Background: an optimization exercise with open tools, aiming at small area and a short achievable clock period. Do not read the settings as production practice. Function was checked by simulation only, so behaviour that the tests miss may differ from the original.

File: flow/design.v
`default_nettype none
package conv_pkg;
    typedef logic signed [8-1:0] pixel_t;
    typedef pixel_t [2-1:0] pixel_vec_t;   
    typedef logic signed [8-1:0] coeff_t;
    typedef logic signed [8+8-1:0] prod_t;
    typedef logic signed [24-1:0] acc_t;
    typedef acc_t [2-1:0] acc_vec_t;   
    typedef logic [$clog2(25+1)-1:0] tap_idx_t;
    typedef logic [$clog2(2)-1:0] chan_idx_t;
    typedef logic [$clog2(8)-1:0] coord_t;
endpackage
`default_nettype wire
`timescale 1ns/10ps
`default_nettype none
module conv_line_buffer (
    input  logic                 clk,
    input  logic                 rst_n,
    input  logic                 shift_en,
    input  logic [2-1:0][8-1:0] din,
    output logic [2-1:0][8-1:0] dout
);
    logic [8-1:0][2-1:0][8-1:0] taps;   
    always_ff @(posedge clk or negedge rst_n) begin
        if (!rst_n) begin
            for (int i = 0; i < 8; i++) begin
                taps[i] <= '0;
            end
        end else if (shift_en) begin
            taps[0] <= din;
            for (int i = 1; i < 8; i++) begin
                taps[i] <= taps[i-1];
            end
        end
    end
    assign dout = taps[8-1];
endmodule
`default_nettype wire
`timescale 1ns/10ps
`default_nettype none
module conv_window (
    input  logic                 clk,
    input  logic                 rst_n,
    input  logic                 in_valid,
    input  logic [2-1:0][8-1:0] in_data,
    output logic [25-1:0][2-1:0][8-1:0] window
);
    logic [5-1:0][2-1:0][8-1:0] row_tap;
    assign row_tap[5-1] = in_data;
    genvar k;
    generate
        for (k = 0; k < 5 - 1; k++) begin : g_line
            conv_line_buffer line_i (
                .clk      (clk),
                .rst_n    (rst_n),
                .shift_en (in_valid),
                .din      (row_tap[5-1-k]),
                .dout     (row_tap[5-2-k])
            );
        end
    endgenerate
    always_ff @(posedge clk or negedge rst_n) begin
        if (!rst_n) begin
            for (int t = 0; t < 25; t++) begin
                window[t] <= '0;
            end
        end else if (in_valid) begin
            for (int r = 0; r < 5; r++) begin
                for (int c = 0; c < 5 - 1; c++) begin
                    window[r*5+c] <= window[r*5+c+1];
                end
                window[r*5+5-1] <= row_tap[r];   
            end
        end
    end
endmodule
`default_nettype wire
`timescale 1ns/10ps
`default_nettype none
module conv_position_ctrl (
    input  logic clk,
    input  logic rst_n,
    input  logic in_valid,
    output logic win_valid
);
    localparam conv_pkg::coord_t LAST_POS = conv_pkg::coord_t'(8 - 1);
    localparam conv_pkg::coord_t FIRST_WIN = conv_pkg::coord_t'(5 - 1);
    conv_pkg::coord_t col;   
    conv_pkg::coord_t row;   
    logic             row_end;
    logic             win_done;
    assign row_end = (col == LAST_POS);
    assign win_done = (row >= FIRST_WIN) && (col >= FIRST_WIN);
    always_ff @(posedge clk or negedge rst_n) begin
        if (!rst_n) begin
            col <= '0;
            row <= '0;
        end else if (in_valid) begin
            if (row_end) begin
                col <= '0;
                row <= (row == LAST_POS) ? '0 : row + 1'b1;   
            end else begin
                col <= col + 1'b1;
            end
        end
    end
    always_ff @(posedge clk or negedge rst_n) begin
        if (!rst_n) begin
            win_valid <= 1'b0;
        end else begin
            win_valid <= in_valid && win_done;
        end
    end
endmodule
`default_nettype wire
`timescale 1ns/10ps
`default_nettype none
module conv_coeff_ram (
    input  logic                clk,
    input  logic                rst_n,
    input  logic                coef_wr,
    input  conv_pkg::chan_idx_t coef_chan,
    input  conv_pkg::tap_idx_t  coef_addr,
    input  conv_pkg::coeff_t    coef_data,
    output logic [2-1:0][25-1:0][8-1:0] coeffs,
    output logic [2-1:0][24-1:0] biases
);
    localparam conv_pkg::tap_idx_t BIAS_ADDR = conv_pkg::tap_idx_t'(25);
    localparam int EXT_BITS = 24 - 8;
    conv_pkg::acc_t bias_ext;
    assign bias_ext = {{EXT_BITS{coef_data[8-1]}}, coef_data};
    always_ff @(posedge clk or negedge rst_n) begin
        if (!rst_n) begin
            for (int c = 0; c < 2; c++) begin
                biases[c] <= '0;
                for (int t = 0; t < 25; t++) begin
                    coeffs[c][t] <= '0;
                end
            end
        end else if (coef_wr) begin
            if (coef_addr < BIAS_ADDR) begin
                coeffs[coef_chan][coef_addr] <= coef_data;
            end else if (coef_addr == BIAS_ADDR) begin
                biases[coef_chan] <= bias_ext;
            end
        end
    end
endmodule
`default_nettype wire
`timescale 1ns/10ps
`default_nettype none
module conv_mac (
    input  logic                 clk,
    input  logic                 rst_n,
    input  logic                 win_valid,
    input  logic [25-1:0][2-1:0][8-1:0] window,
    input  logic [2-1:0][25-1:0][8-1:0] coeffs,
    input  logic [2-1:0][24-1:0] biases,
    output logic                 out_valid,
    output logic [2-1:0][24-1:0] out_data
);
    logic [2-1:0][25-1:0][8+8-1:0] prod_q;
    logic            prod_valid;
    logic [2-1:0][24-1:0] sum;
    always_ff @(posedge clk) begin
        for (int c = 0; c < 2; c++) begin
            for (int t = 0; t < 25; t++) begin
                prod_q[c][t] <= $signed(window[t][c]) * $signed(coeffs[c][t]);
            end
        end
    end
    always_ff @(posedge clk or negedge rst_n) begin
        if (!rst_n) begin
            prod_valid <= 1'b0;
        end else begin
            prod_valid <= win_valid;
        end
    end
    genvar g;
    generate
        for (g = 0; g < 2; g++) begin : g_sum
            conv_pkg::acc_t acc_tmp;
            always_comb begin
                acc_tmp = biases[g];
                for (int t = 0; t < 25; t++) begin
                    acc_tmp = acc_tmp + conv_pkg::acc_t'($signed(prod_q[g][t]));   
                end
            end
            assign sum[g] = acc_tmp;
        end
    endgenerate
    always_ff @(posedge clk) begin
        if (prod_valid) begin
            out_data <= sum;
        end
    end
    always_ff @(posedge clk or negedge rst_n) begin
        if (!rst_n) begin
            out_valid <= 1'b0;
        end else begin
            out_valid <= prod_valid;
        end
    end
endmodule
`default_nettype wire
`timescale 1ns/10ps
`default_nettype none
module conv_top (
    input  logic                 clk,
    input  logic                 rst_n,
    input  logic                 in_valid,
    input  logic [2-1:0][8-1:0] in_data,
    input  logic                 coef_wr,
    input  conv_pkg::chan_idx_t  coef_chan,
    input  conv_pkg::tap_idx_t   coef_addr,
    input  conv_pkg::coeff_t     coef_data,
    output logic                 out_valid,
    output logic [2-1:0][24-1:0] out_data
);
    logic                 win_valid;                              
    logic [25-1:0][2-1:0][8-1:0] window;
    logic [2-1:0][25-1:0][8-1:0] coeffs;
    logic [2-1:0][24-1:0] biases;
    conv_position_ctrl pos_ctrl_i (
        .clk       (clk),
        .rst_n     (rst_n),
        .in_valid  (in_valid),
        .win_valid (win_valid)
    );
    conv_window window_i (
        .clk      (clk),
        .rst_n    (rst_n),
        .in_valid (in_valid),
        .in_data  (in_data),
        .window   (window)
    );
    conv_coeff_ram coeff_ram_i (
        .clk       (clk),
        .rst_n     (rst_n),
        .coef_wr   (coef_wr),
        .coef_chan (coef_chan),
        .coef_addr (coef_addr),
        .coef_data (coef_data),
        .coeffs    (coeffs),
        .biases    (biases)
    );
    conv_mac mac_i (
        .clk       (clk),
        .rst_n     (rst_n),
        .win_valid (win_valid),
        .window    (window),
        .coeffs    (coeffs),
        .biases    (biases),
        .out_valid (out_valid),
        .out_data  (out_data)
    );
endmodule
`default_nettype wire
File: flow/run.sh
#!/bin/bash
# synth_recipe.tcl (not shown) runs the flow's synth.tcl, then flattens the netlist and writes it again
# the make line also repeats each setting of config.mk as NAME=value (left out here)
make -C /OpenROAD-flow-scripts/flow DESIGN_CONFIG=/design/flow/config.mk WORK_HOME=/design/flow/orfs CLKGATE_MAP_FILE= SYNTH_SCRIPT=/design/flow/synth_recipe.tcl finish
File: flow/config.mk
export PLATFORM = sky130hd
export DESIGN_NAME = conv_top
export DESIGN_NICKNAME = conv_top
export VERILOG_FILES = /design/flow/design.v
export SDC_FILE = /design/flow/constraint.sdc
export NUM_CORES = 4
export LEC_CHECK = 0
export CAP_MARGIN = 20
export CORE_MARGIN = 2
export CORE_UTILIZATION = 40
export SLEW_MARGIN = 20
File: flow/constraint.sdc
create_clock -name core_clock -period 7.5 [get_ports {clk}]
set_input_delay 1.5000 -clock core_clock [delete_from_list [all_inputs] [get_ports {clk}]]
set_output_delay 1.5000 -clock core_clock [all_outputs]
set_load 0.01 [all_outputs]
==> notes.md <==
-- layer usage --
metal / vias to the layer above / wire length, µm / global-route usage, % / part of all wire, %
met5: - / 62 / 0 / 0.012
met4: 10 / 10360 / 3.826 / 2.1
met3: 515 / 25080 / 2.681 / 5.0
met2: 2287 / 233300 / 32.89 / 46
met1: 66169 / 235100 / 29.62 / 47
li1: 57951 / - / - / -
-- area by class of cell --
class                      instances  area share, %
multi-input combinational      12438          64.77
sequential                      1865          19.69
inverter                        4337          7.471
tap                             6681          3.836
clock buffer                     307          3.039
timing repair buffer             141         0.6500
clock inverter                   112         0.5231
antenna                           19        0.02182
-- cells in the mapped netlist (all sizes together) (36+ instances only) --
master	number
inv	4332
fa	3574
and2	2044
ha	1530
mux2	1029
dfrtp	1017
nand2	999
dfxtp	800
xnor2	703
clkbuf	388
nor2	381
nand2b	318
o21ai	283
a21oi	253
nor3	149
xor2	123
a21o	97
nor2b	91
a211oi	80
or3	75
o21a	62
a311oi	50
edfxtp	48
nand3	46
o311a	45
o211ai	44
o21bai	43
nand4	41
nor4	37
and3	36
-- cell usage in the layout, fill, tap and decap left out, types with 36 or more instances in the layout --
cell type	netlist	routed
nor3_1	131	131
nand3_1	46	45
nand2b_1	318	318
dfrtp_1	1017	1016
nand2_1	999	998
fa_1	3574	3574
clkbuf_16	0	243
and2_1	2044	2044
o21bai_1	43	43
nor2_1	376	375
nand4_1	41	41
nor2b_1	91	91
xnor2_1	703	703
inv_1	4332	4332
and3_1	36	36
clkdlybuf4s50_1	0	72
dfxtp_1	800	800
o21ai_0	283	283
a211oi_1	80	80
o311a_1	45	45
o211ai_1	44	44
or3_1	75	75
a311oi_1	50	50
o21a_1	62	62
mux2_2	1029	1029
a21oi_1	253	252
edfxtp_1	48	48
xor2_1	123	123
buf_4	2	48
a21o_1	97	97
ha_1	1530	1530
-- state kept, by name, summed over array words and instances, names as in the netlist, named ones only --
name and flops:
pos_ctrl_i.win_valid 1, mac_i.prod_q 800, mac_i.prod_valid 1, mac_i.out_data 48, window_i.g_line.line_i.taps 512, mac_i.out_valid 1
pos_ctrl_i.row 3, window_i.window 80, coeff_ram_i.coeffs 400, pos_ctrl_i.col 3
-- worst reg2reg max path: stages, from the launching register on --
cell and delay, ps:
dfrtp_1 700, inv_1 160, fa_1 730, fa_1 510, fa_1 580, fa_1 580
fa_1 580, fa_1 580, fa_1 540, inv_1 40, ha_1 200, or3_1 420
or3_1 350, nor3_1 150, a211oi_1 90, xnor2_1 130
-- how the worst max path moves through the flow --
stage                     slack [ps]                      endpoint
after floorplan                 1240  mac_i.out_data[23]$_DFFE_PP_
final                            930  mac_i.out_data[23]$_DFFE_PP_
after global routing             490  mac_i.out_data[23]$_DFFE_PP_
after detailed placement         890  mac_i.out_data[23]$_DFFE_PP_
after CTS                        870  mac_i.out_data[23]$_DFFE_PP_
after global placement           870  mac_i.out_data[23]$_DFFE_PP_
-- cell families after synthesis --
logic type | count (synthesis) | share of synthesized area, %
XOR/XNOR | 826 | 3.586
adder cells (fa/ha/maj) | 5104 | 44.96
AO/OA/AOI/OAI | 1138 | 3.749
flip-flops | 1865 | 21.27
buffers and inverters | 4738 | 8.828
multiplexers | 1042 | 5.813
AND/OR/NAND/NOR | 4328 | 11.79
-- per-stage QoR --
step           setup slack, ps  instance area, µm²
2_1_floorplan             1240              201700
3_3_place_gp             872.2              210100
3_5_place_dp             890.3              210100
4_1_cts                  873.0              217900
5_1_grt                  493.1              217900
6_report                 929.2              217900
==> results.cfg <==
[logic_synthesis]
synth_ff_type = dfrtp_1
ys_async_sr_fraction_pct = 54.53
syn_area_mm2 = 0.2017
syn_nets = 24179
synthTopCellsByArea = fa_1 35%, dfrtp_1 13%, ha_1 9.5%, inv_1 8.1%, dfxtp_1 7.9%
ys_warn_count = 5
synth_cell_types = 76
yosys_register_bits = 1865
synth_top_area_share_pct = 35.47
avgSynthCellArea_um2 = 10.59
yosysSeqAreaShare_pct = 21.27
synth_edf_count = 48
synth_cells = 19041
yosys.area.top_type = fa_1

[sta]
rsz0062_at_grt = false
fin_skew_ps = 23.87
whs_ps = 348.9
slew_headroom_pct = 28.10
final_hold_viol_count = 0
max_freq_ghz = 0.1522
drv_slew = 0
setup_violations = 0
worst_pin_slew_ps = 1079
tns_ps = 0
period_needed_ps = 6571
min_period_over_period_pct = 87.61

[clocking]
clkLatencyLatePin_ps = 950
post_cts_buffers = 0
cts_hold_buf = 0
cts-root-buf = clkbuf_16
cts_tree = built
clkSlewWorstSetupHoldPaths_ps = 60
cts_buffer_depth = 4
ctsHtreeMaxLevel = 4
cts-resized-gates = 0
cts_sinks = 1865
cts_buffers = 225

[placed_design]
place_inst = 25462
gp_congestion = 0.8998
post-dp-hpwl_mm = 405.4
port_buffers = 82

[hold_path]
hold_depth = 0
min_from = pos_ctrl_i.win_valid$_DFF_PN0_
holdPathEnd = mac_i.prod_valid$_DFF_PN0_
hp-class = reg2reg

[setup_path]
regToRegEndpoint = mac_i.out_data[23]$_DFFE_PP_
cp_max_fo = 9
critPathSlowestCell = fa_1
cp_top_family = adder cells
cpMostUsedCell = fa_1
path_depth = 15
ff2ff_path_depth = 15
critPathArrivalTime_ps = 7270
cpPeakStageDelay_ps = 730
cp-end-kind = flop
path_cells = inv_1, fa_1, fa_1, fa_1, fa_1, fa_1, fa_1, fa_1, inv_1, ha_1, or3_1, or3_1, nor3_1, a211oi_1, xnor2_1
r2r_slack_ps = 930
critical_path_class = reg2reg
required_ps = 8200
crit_buf_inv = 2
critPathLaunchType = flop

[outcome]
status = complete, no violations

[layout]
fill_cells = 47557
multiInputGateArea_mm2 = 0.1411
fin_util_pct = 43.41
area_growth_pct = 8.027
regArea_mm2 = 0.04291
final_cells = 25900
nets = 24146
drive_gt1_share_pct = 8.193

[floorplanning]
start_util_pct = 40.19
fp-row-count = 260
die_area_mm2 = 0.5100
core-area_mm2 = 0.5020
dieHeight_um = 714.1
ios = 83
die_x_um = 714.1

[routing]
avgViaCountPerCell = 4.901
vias = 126932
drtAntennaViolNets = 0
drc_errors = 0
drtIter0Drc = 7188
first_pass_iters = 6
totalWireLength_mm = 503.9
wire_per_inst_um = 19.46

[job]
drv_cap = 0

[global_route]
antenna_found_initial = 39
grt-ovfl-total = 0
grt_max_degree = 149
grt_pass1_wl_mm = 809.6
grt_pass1_vias = 135869
grt_use_total_pct = 20.39

## separate check: timing with driven ports
The results above use ideal ports. As a check the final layout listed here was re-extracted and re-timed, cells and wires unchanged. Step 1 assumes that a clkbuf_16 drives the clock port and a buf_2 every other input. Step 2 times the ports against the registers' clock, not the clock port: input delays grow and output delays shrink by t, the midpoint of the rising clock arrivals with the driver on. Slacks: no drivers / after step 1 / after step 2; pairs: no drivers / after step 1.
t (ns): 1.060
slack for setup (ns): 0.929 / 0.929 / 0.929
worst setup path at the end: register to register
slew at the worst register clock pin (ns): 0.07 / 0.07
pins driven straight from the clock port: 1
After both steps this run still meets setup and hold. For this run, drivers alone change the setup slack by 0.000 ns; drivers and shift together by 0.000 ns.
